Context: an optimization exercise on an open-source flow, tuned for small area, a short achievable clock period and few clock cycles per item. The choices shown serve that exercise and are no tape-out recipe. The RTL was checked by simulation tests, not by an equivalence proof against the original design. Power and IR drop assume default switching activity.

==> flow/design.v <==
`default_nettype none
package enigma_sym_pkg;
    parameter int SYM_W       = 6;
    parameter int TABLE_DEPTH = 64;
    parameter int REFLECT_MAX = 63;
    typedef logic [SYM_W-1:0] sym_t;
    typedef logic [1:0] step_t;
endpackage
`default_nettype wire
`default_nettype none
package enigma_ctrl_pkg;
    typedef enum logic [1:0] {
        ST_IDLE  = 2'd0,
        ST_LOAD  = 2'd1,
        ST_READY = 2'd2
    } ctrl_state_t;
    typedef enum logic [1:0] {
        SEL_NONE    = 2'd0,
        SEL_ROTOR_A = 2'd1,
        SEL_ROTOR_B = 2'd2
    } table_sel_t;
    typedef enum logic {
        MODE_ENCRYPT = 1'b0,
        MODE_DECRYPT = 1'b1
    } crypt_mode_t;
endpackage
`default_nettype wire
`timescale 1ns/1ns
`default_nettype none
module enigma_ctrl (
    input  logic                        clk,
    input  logic                        srst_n,
    input  logic                        load_i,
    input  logic                        encrypt_i,
    input  enigma_ctrl_pkg::table_sel_t table_sel_i,
    output logic                        wr_en_a_o,
    output logic                        wr_en_b_o,
    output enigma_sym_pkg::sym_t        wr_addr_o,
    output logic                        accept_o
);
    enigma_ctrl_pkg::ctrl_state_t state_q;
    enigma_ctrl_pkg::ctrl_state_t state_d;
    enigma_sym_pkg::sym_t         wr_ptr_q;
    logic                         load_en;
    always_comb begin
        state_d = state_q;
        case (state_q)
            enigma_ctrl_pkg::ST_IDLE: begin
                if (load_i) begin
                    state_d = enigma_ctrl_pkg::ST_LOAD;
                end
            end
            enigma_ctrl_pkg::ST_LOAD: begin
                if (!load_i) begin
                    state_d = enigma_ctrl_pkg::ST_READY;
                end
            end
            default: state_d = state_q;
        endcase
    end
    always_ff @(posedge clk) begin
        if (!srst_n) begin
            state_q <= enigma_ctrl_pkg::ST_IDLE;
        end else begin
            state_q <= state_d;
        end
    end
    assign load_en = load_i && (state_q != enigma_ctrl_pkg::ST_READY);
    always_ff @(posedge clk) begin
        if (!srst_n) begin
            wr_en_a_o <= 1'b0;
            wr_en_b_o <= 1'b0;
        end else begin
            wr_en_a_o <= load_en && (table_sel_i == enigma_ctrl_pkg::SEL_ROTOR_A);
            wr_en_b_o <= load_en && (table_sel_i == enigma_ctrl_pkg::SEL_ROTOR_B);
        end
    end
    always_ff @(posedge clk) begin
        if (!srst_n) begin
            wr_ptr_q <= '0;
        end else if (wr_en_a_o || wr_en_b_o) begin
            wr_ptr_q <= wr_ptr_q + 1'b1;
        end
    end
    assign wr_addr_o = wr_ptr_q;
    always_ff @(posedge clk) begin
        if (!srst_n) begin
            accept_o <= 1'b0;
        end else begin
            accept_o <= encrypt_i && (state_q == enigma_ctrl_pkg::ST_READY);
        end
    end
endmodule
`default_nettype wire
`timescale 1ns/1ns
`default_nettype none
module rotor_table #(
    parameter int SYM_W = enigma_sym_pkg::SYM_W
) (
    input  logic                            clk,
    input  logic                            wr_en_i,
    input  enigma_sym_pkg::sym_t            wr_addr_i,
    input  enigma_sym_pkg::sym_t            wr_data_i,
    output logic [2**SYM_W-1:0][SYM_W-1:0]  mem_o
);
    localparam int DEPTH = 2 ** SYM_W;
    always_ff @(posedge clk) begin
        for (int i = 0; i < DEPTH; i++) begin
            if (wr_en_i && (wr_addr_i == SYM_W'(i))) begin
                mem_o[i] <= wr_data_i;
            end
        end
    end
endmodule
`default_nettype wire
`timescale 1ns/1ns
`default_nettype none
module scramble_path #(
    parameter int SYM_W = enigma_sym_pkg::SYM_W
) (
    input  logic                         clk,
    input  logic                         srst_n,
    input  logic                         accept_i,
    input  enigma_sym_pkg::sym_t         code_i,
    input  enigma_ctrl_pkg::crypt_mode_t crypt_mode_i,
    input  logic                         wr_en_a_i,
    input  logic                         wr_en_b_i,
    input  enigma_sym_pkg::sym_t         wr_addr_i,
    output enigma_sym_pkg::sym_t         code_o,
    output logic                         code_valid_o
);
    localparam int DEPTH = 2 ** SYM_W;
    typedef logic [SYM_W-1:0] sym_t;
    logic [DEPTH-1:0][SYM_W-1:0] tab_a;
    logic [DEPTH-1:0][SYM_W-1:0] tab_b;
    sym_t                         wr_data_q;
    sym_t                         w_q;
    enigma_ctrl_pkg::crypt_mode_t w_mode_q;
    enigma_ctrl_pkg::crypt_mode_t mode_q;
    logic                         vld1_q;
    sym_t                         off_base_q;
    logic [1:0]                   step_q;
    logic [3:0]                   step_hot_q;
    sym_t                         bb_q;
    logic                         vld2_q;
    always_ff @(posedge clk) begin
        wr_data_q <= code_i;
    end
    rotor_table #(
        .SYM_W (SYM_W)
    ) rotor_a_i (
        .clk       (clk),
        .wr_en_i   (wr_en_a_i),
        .wr_addr_i (wr_addr_i),
        .wr_data_i (wr_data_q),
        .mem_o     (tab_a)
    );
    rotor_table #(
        .SYM_W (SYM_W)
    ) rotor_b_i (
        .clk       (clk),
        .wr_en_i   (wr_en_b_i),
        .wr_addr_i (wr_addr_i),
        .wr_data_i (wr_data_q),
        .mem_o     (tab_b)
    );
    sym_t off_cur;
    assign off_cur = off_base_q + sym_t'(step_q);
    logic [3:0] w_grp_m1_q;
    logic [3:0] w_grp_m2_q;
    sym_t       off_p4;
    sym_t       off_p8;
    sym_t       w_m4;
    sym_t       w_m8;
    assign off_p4 = off_cur + sym_t'(4);
    assign off_p8 = off_cur + sym_t'(8);
    assign w_m4   = code_i - off_p4;
    assign w_m8   = code_i - off_p8;
    always_ff @(posedge clk) begin
        w_q        <= code_i - off_cur;
        w_grp_m1_q <= w_m4[SYM_W-1:2];
        w_grp_m2_q <= w_m8[SYM_W-1:2];
        w_mode_q   <= crypt_mode_i;
    end
    logic [1:0] u_lo;
    logic       borrow;
    logic       above [4];
    logic [3:0] col_grp [4];
    sym_t       col_d [4];
    sym_t       cand_d [4];
    assign u_lo   = w_q[1:0] - step_q;
    assign borrow = (w_q[1:0] < step_q);
    always_comb begin
        for (int c = 0; c < 4; c++) begin
            above[c]   = (2'(c) > u_lo);
            col_grp[c] = borrow ? (above[c] ? w_grp_m2_q : w_grp_m1_q)
                                : (above[c] ? w_grp_m1_q : w_q[SYM_W-1:2]);
            col_d[c] = '0;
            for (int g = 0; g < DEPTH / 4; g++) begin
                col_d[c] = col_d[c] | ({SYM_W{col_grp[c] == 4'(g)}} & tab_a[4 * g + c]);
            end
        end
    end
    always_comb begin
        for (int t = 0; t < 4; t++) begin
            cand_d[t] = col_d[2'(u_lo - 2'(t))];
        end
    end
    logic [7:0] cand_lo_q [4];
    logic [2:0] cand_hi_q [4];
    always_ff @(posedge clk) begin
        for (int t = 0; t < 4; t++) begin
            for (int k = 0; k < 8; k++) begin
                cand_lo_q[t][k] <= (cand_d[t][2:0] == 3'(k));
            end
            cand_hi_q[t] <= cand_d[t][5:3];
        end
        mode_q <= w_mode_q;
    end
    logic [7:0] lo_hot;
    logic [2:0] hi_idx;
    sym_t       b_row [8];
    logic [1:0] a_lo;
    sym_t       b_fwd;
    sym_t       refl;
    sym_t       b_inv;
    logic [1:0] step;
    logic [3:0] step_hot;
    logic [3:0] b_inv_hot;
    always_comb begin
        lo_hot = '0;
        hi_idx = '0;
        for (int t = 0; t < 4; t++) begin
            lo_hot = lo_hot | ({8{step_hot_q[t]}} & cand_lo_q[t]);
            hi_idx = hi_idx | ({3{step_hot_q[t]}} & cand_hi_q[t]);
        end
    end
    assign a_lo   = {lo_hot[2] | lo_hot[3] | lo_hot[6] | lo_hot[7],
                     lo_hot[1] | lo_hot[3] | lo_hot[5] | lo_hot[7]};
    always_comb begin
        b_fwd = '0;
        for (int g = 0; g < 8; g++) begin
            b_row[g] = '0;
            for (int k = 0; k < 8; k++) begin
                b_row[g] = b_row[g] | ({SYM_W{lo_hot[k]}} & tab_b[8 * g + k]);
            end
            b_fwd = b_fwd | ({SYM_W{hi_idx == 3'(g)}} & b_row[g]);
        end
    end
    assign refl = ~b_fwd;
    always_comb begin
        b_inv = '0;
        for (int j = 0; j < DEPTH; j++) begin
            b_inv = b_inv | ({SYM_W{tab_b[j] == refl}} & sym_t'(j));
        end
    end
    always_comb begin
        b_inv_hot = '0;
        for (int j = 0; j < DEPTH; j++) begin
            b_inv_hot[j % 4] = b_inv_hot[j % 4] | (tab_b[j] == refl);
        end
    end
    assign step = (mode_q == enigma_ctrl_pkg::MODE_DECRYPT) ? b_inv[1:0] : a_lo;
    assign step_hot = (mode_q == enigma_ctrl_pkg::MODE_DECRYPT) ? b_inv_hot :
                      {lo_hot[3] | lo_hot[7], lo_hot[2] | lo_hot[6],
                       lo_hot[1] | lo_hot[5], lo_hot[0] | lo_hot[4]};
    always_ff @(posedge clk) begin
        if (!srst_n) begin
            off_base_q <= '0;
            step_q     <= '0;
            step_hot_q <= 4'b0001;
        end else begin
            off_base_q <= off_cur;
            step_q     <= vld1_q ? step : 2'd0;
            step_hot_q <= vld1_q ? step_hot : 4'b0001;
        end
    end
    always_ff @(posedge clk) begin
        bb_q <= b_inv;
    end
    sym_t a_inv;
    always_comb begin
        a_inv = '0;
        for (int i = 0; i < DEPTH; i++) begin
            a_inv = a_inv | ({SYM_W{tab_a[i] == bb_q}} & sym_t'(i));
        end
    end
    always_ff @(posedge clk) begin
        code_o <= a_inv + off_base_q;
    end
    always_ff @(posedge clk) begin
        if (!srst_n) begin
            vld1_q       <= 1'b0;
            vld2_q       <= 1'b0;
            code_valid_o <= 1'b0;
        end else begin
            vld1_q       <= accept_i;
            vld2_q       <= vld1_q;
            code_valid_o <= vld2_q;
        end
    end
endmodule
`default_nettype wire
`timescale 1ns/1ns
`default_nettype none
module enigma_top #(
    parameter int SYM_W = enigma_sym_pkg::SYM_W
) (
    input  logic                         clk,
    input  logic                         srst_n,
    input  logic                         load_i,
    input  logic                         encrypt_i,
    input  enigma_ctrl_pkg::crypt_mode_t crypt_mode_i,
    input  enigma_ctrl_pkg::table_sel_t  table_sel_i,
    input  enigma_sym_pkg::sym_t         code_i,
    output enigma_sym_pkg::sym_t         code_o,
    output logic                         code_valid_o
);
    logic                 wr_en_a;
    logic                 wr_en_b;
    enigma_sym_pkg::sym_t wr_addr;
    logic                 accept;
    enigma_ctrl ctrl_i (
        .clk         (clk),
        .srst_n      (srst_n),
        .load_i      (load_i),
        .encrypt_i   (encrypt_i),
        .table_sel_i (table_sel_i),
        .wr_en_a_o   (wr_en_a),
        .wr_en_b_o   (wr_en_b),
        .wr_addr_o   (wr_addr),
        .accept_o    (accept)
    );
    scramble_path #(
        .SYM_W (SYM_W)
    ) path_i (
        .clk          (clk),
        .srst_n       (srst_n),
        .accept_i     (accept),
        .code_i       (code_i),
        .crypt_mode_i (crypt_mode_i),
        .wr_en_a_i    (wr_en_a),
        .wr_en_b_i    (wr_en_b),
        .wr_addr_i    (wr_addr),
        .code_o       (code_o),
        .code_valid_o (code_valid_o)
    );
endmodule
`default_nettype wire
export LEC_CHECK = 0
export ABC_AREA = 1
export CAP_MARGIN = 20
export CORE_MARGIN = 2
export CORE_UTILIZATION = 65
export SETUP_SLACK_MARGIN = 5
export SLEW_MARGIN = 20
create_clock -name core_clock -period 15.0 [get_ports {clk}]
standard.sh (not shown) runs the stock make flow with config.mk's settings and CLKGATE_MAP_FILE= SYNTH_SCRIPT=/design/flow/synth_recipe.tcl, a recipe that flattens the netlist after the stock synthesis.
==> flow/flow/run.sh <==
#!/bin/bash
set -euo pipefail
MARGIN=11.0
CTS="-sink_clustering_enable -repair_clock_nets -sink_clustering_size 30 -sink_clustering_max_diameter 80 -dont_use_dummy_load -root_buf sky130_fd_sc_hd__clkbuf_16 -buf_list sky130_fd_sc_hd__clkbuf_16"
sed -e "s/SETUP_SLACK_MARGIN=5 /SETUP_SLACK_MARGIN=${MARGIN} 'CTS_ARGS=${CTS}' /" standard.sh > standard_tuned.sh
grep -q "SETUP_SLACK_MARGIN=${MARGIN} 'CTS_ARGS=" standard_tuned.sh
bash standard_tuned.sh > layout.log 2>&1
Testbench counts at the start, summed over its fixed seeds: cycles 7,272, symbols 7,200.
Rerun with:
--- a/flow/design.v
+++ b/flow/design.v
@@ -136,14 +136,15 @@
     sym_t                         wr_data_q;
     sym_t                         w_q;
     enigma_ctrl_pkg::crypt_mode_t w_mode_q;
     enigma_ctrl_pkg::crypt_mode_t mode_q;
     logic                         vld1_q;
     sym_t                         off_base_q;
-    logic [1:0]                   step_q;
     logic [3:0]                   step_hot_q;
+    logic [1:0]                   step_q;
+    assign step_q = {step_hot_q[3] | step_hot_q[2], step_hot_q[3] | step_hot_q[1]};
     sym_t                         bb_q;
     logic                         vld2_q;
     always_ff @(posedge clk) begin
         wr_data_q <= code_i;
     end
     rotor_table #(
@@ -217,29 +218,25 @@
         end
         mode_q <= w_mode_q;
     end
     logic [7:0] lo_hot;
     logic [2:0] hi_idx;
     sym_t       b_row [8];
-    logic [1:0] a_lo;
     sym_t       b_fwd;
     sym_t       refl;
     sym_t       b_inv;
-    logic [1:0] step;
     logic [3:0] step_hot;
     logic [3:0] b_inv_hot;
     always_comb begin
         lo_hot = '0;
         hi_idx = '0;
         for (int t = 0; t < 4; t++) begin
             lo_hot = lo_hot | ({8{step_hot_q[t]}} & cand_lo_q[t]);
             hi_idx = hi_idx | ({3{step_hot_q[t]}} & cand_hi_q[t]);
         end
     end
-    assign a_lo   = {lo_hot[2] | lo_hot[3] | lo_hot[6] | lo_hot[7],
-                     lo_hot[1] | lo_hot[3] | lo_hot[5] | lo_hot[7]};
     always_comb begin
         b_fwd = '0;
         for (int g = 0; g < 8; g++) begin
             b_row[g] = '0;
             for (int k = 0; k < 8; k++) begin
                 b_row[g] = b_row[g] | ({SYM_W{lo_hot[k]}} & tab_b[8 * g + k]);
@@ -257,24 +254,21 @@
     always_comb begin
         b_inv_hot = '0;
         for (int j = 0; j < DEPTH; j++) begin
             b_inv_hot[j % 4] = b_inv_hot[j % 4] | (tab_b[j] == refl);
         end
     end
-    assign step = (mode_q == enigma_ctrl_pkg::MODE_DECRYPT) ? b_inv[1:0] : a_lo;
     assign step_hot = (mode_q == enigma_ctrl_pkg::MODE_DECRYPT) ? b_inv_hot :
                       {lo_hot[3] | lo_hot[7], lo_hot[2] | lo_hot[6],
                        lo_hot[1] | lo_hot[5], lo_hot[0] | lo_hot[4]};
     always_ff @(posedge clk) begin
         if (!srst_n) begin
             off_base_q <= '0;
-            step_q     <= '0;
             step_hot_q <= 4'b0001;
         end else begin
             off_base_q <= off_cur;
-            step_q     <= vld1_q ? step : 2'd0;
             step_hot_q <= vld1_q ? step_hot : 4'b0001;
         end
     end
     always_ff @(posedge clk) begin
         bb_q <= b_inv;
     end
Effect: The new run ran to the end with no violations; wire length rises by 1.6%; design area rises by about 0.4%; area after synthesis goes down by about 0.44%; hold slack is about the same; final cell count decreases by 1.6%; core utilization climbs by 0.39 points; clock-buffer cell count came out higher by 2; worst setup slack is worse by 0.033 ns; register-to-register slack loses 0.06 ns; via count climbs by 0.45%; total power grows by 7.4%.
Testbench counts after the change, summed over its fixed seeds: cycles 7,272, symbols 7,200.


Setup of epsilon:
Starts from the design.v that is shown in full above.
Settings: LEC_CHECK=0, ABC_AREA=1, CAP_MARGIN=20, CORE_MARGIN=2, CORE_UTILIZATION=65, SETUP_SLACK_MARGIN=5, SLEW_MARGIN=20; clock period 15.0 ns.
==> flow/flow/run.sh <==
#!/bin/bash
set -euo pipefail
MARGIN=10.8
CTS="-sink_clustering_enable -repair_clock_nets -sink_clustering_size 30 -sink_clustering_max_diameter 80 -dont_use_dummy_load -root_buf sky130_fd_sc_hd__clkbuf_16 -buf_list sky130_fd_sc_hd__clkbuf_16"
sed -e "s/SETUP_SLACK_MARGIN=5 /SETUP_SLACK_MARGIN=${MARGIN} 'CTS_ARGS=${CTS}' /" standard.sh > standard_tuned.sh
grep -q "SETUP_SLACK_MARGIN=${MARGIN} 'CTS_ARGS=" standard_tuned.sh
bash standard_tuned.sh > layout.log 2>&1
Testbench counts of epsilon, summed over its fixed seeds: cycles 7,272, symbols 7,200.
## Diff of input files: beta against epsilon
diff --git a/flow/design.v b/flow/design.v
--- a/flow/design.v
+++ b/flow/design.v
@@ -164,39 +164,29 @@
         .wr_data_i (wr_data_q),
         .mem_o     (tab_b)
     );
     sym_t off_cur;
     assign off_cur = off_base_q + sym_t'(step_q);
-    logic [3:0] w_grp_m1_q;
-    logic [3:0] w_grp_m2_q;
-    sym_t       off_p4;
-    sym_t       off_p8;
-    sym_t       w_m4;
-    sym_t       w_m8;
-    assign off_p4 = off_cur + sym_t'(4);
-    assign off_p8 = off_cur + sym_t'(8);
-    assign w_m4   = code_i - off_p4;
-    assign w_m8   = code_i - off_p8;
     always_ff @(posedge clk) begin
-        w_q        <= code_i - off_cur;
-        w_grp_m1_q <= w_m4[SYM_W-1:2];
-        w_grp_m2_q <= w_m8[SYM_W-1:2];
-        w_mode_q   <= crypt_mode_i;
+        w_q      <= code_i - off_cur;
+        w_mode_q <= crypt_mode_i;
     end
+    logic [3:0] grp_k [3];
     logic [1:0] u_lo;
-    logic       borrow;
-    logic       above [4];
+    logic [2:0] grp_back [4];
     logic [3:0] col_grp [4];
     sym_t       col_d [4];
     sym_t       cand_d [4];
-    assign u_lo   = w_q[1:0] - step_q;
-    assign borrow = (w_q[1:0] < step_q);
+    assign grp_k[0] = w_q[SYM_W-1:2];
+    assign grp_k[1] = w_q[SYM_W-1:2] - 4'd1;
+    assign grp_k[2] = w_q[SYM_W-1:2] - 4'd2;
+    assign u_lo     = w_q[1:0] - step_q;
     always_comb begin
         for (int c = 0; c < 4; c++) begin
-            above[c]   = (2'(c) > u_lo);
-            col_grp[c] = borrow ? (above[c] ? w_grp_m2_q : w_grp_m1_q)
-                                : (above[c] ? w_grp_m1_q : w_q[SYM_W-1:2]);
+            grp_back[c] = 3'(w_q[1:0] < step_q) + 3'(2'(c) > u_lo);
+            col_grp[c] = (grp_back[c] == 3'd0) ? grp_k[0] :
+                         (grp_back[c] == 3'd1) ? grp_k[1] : grp_k[2];
             col_d[c] = '0;
             for (int g = 0; g < DEPTH / 4; g++) begin
                 col_d[c] = col_d[c] | ({SYM_W{col_grp[c] == 4'(g)}} & tab_a[4 * g + c]);
             end
         end
## What came out
- Final design utilization ended up 0.20 points higher on beta than on epsilon.
- Area taken by flip-flops and latches on beta is down relative to epsilon.
- Compared with epsilon, beta shows a first-pass GRT wire length that is about 1.8% lower.
- For epsilon, the cell type of the slowest stage on the worst timing path was sky130_fd_sc_hd__buf_6, unlike beta, where it was sky130_fd_sc_hd__buf_8.
- Against epsilon, beta comes in 37 lower on gate count after technology mapping.
- | y dimension of the die | higher: epsilon |
- Final clock period utilization by the worst path delta (epsilon -> beta): insignificant
- Between epsilon and beta, the number of global-route vias before repair is higher for epsilon.
- Net count reported at finish, epsilon and beta, lower one = beta.
- On via count, epsilon loses to beta.
- beta vs epsilon — sequential share of cell area dropped 0.31 points.
- Re total CTS buffers: epsilon was lower than beta.
- Relative to epsilon, the total die area of beta is lower by 0.81%.
- Looking at smallest hold slack, beta sits 0.012 ns higher than epsilon does.
- In the flow results for epsilon and beta, the total routed wirelength is smaller on beta.
Testbench counts of beta, summed over its fixed seeds: cycles 7,272, symbols 7,200.

port drivers added, routing unchanged:
In the flow no input, the clock included, has a driving cell. The finished layouts below were timed again as built, in two steps. Step 1: set_driving_cell puts a clkbuf_16 on clk and a buf_2 on each other input, an assumption about the parent block. Step 2 adds t to the input delays and takes it off the output delays; t is the mean of the earliest and latest rising clock arrival at the registers after step 1. Input paths then give back, and output paths get back, about the clock's delay inside the block. a / b / c = ideal ports / drivers / drivers and shift; a / b = the first two.
| run | shift t [ns] | setup slack, ns | worst setup path at the end | cell pins on the clock port's net |
|---|---|---|---|---|
| the first run of note 1 | 0.689 | 10.925 / 10.855 / 10.420 | input to register | 1 |
| the second run of note 1 | 0.689 | 10.892 / 10.844 / 10.379 | input to register | 1 |
| epsilon | 0.683 | 10.812 / 10.748 / 10.286 | input to register | 1 |
| beta | 0.696 | 10.831 / 10.825 / 10.312 | input to register | 1 |
After both steps every run listed still meets setup and hold. The setup slack of epsilon, which loses most, moves by -0.064 ns with the drivers and by -0.526 ns with both steps.
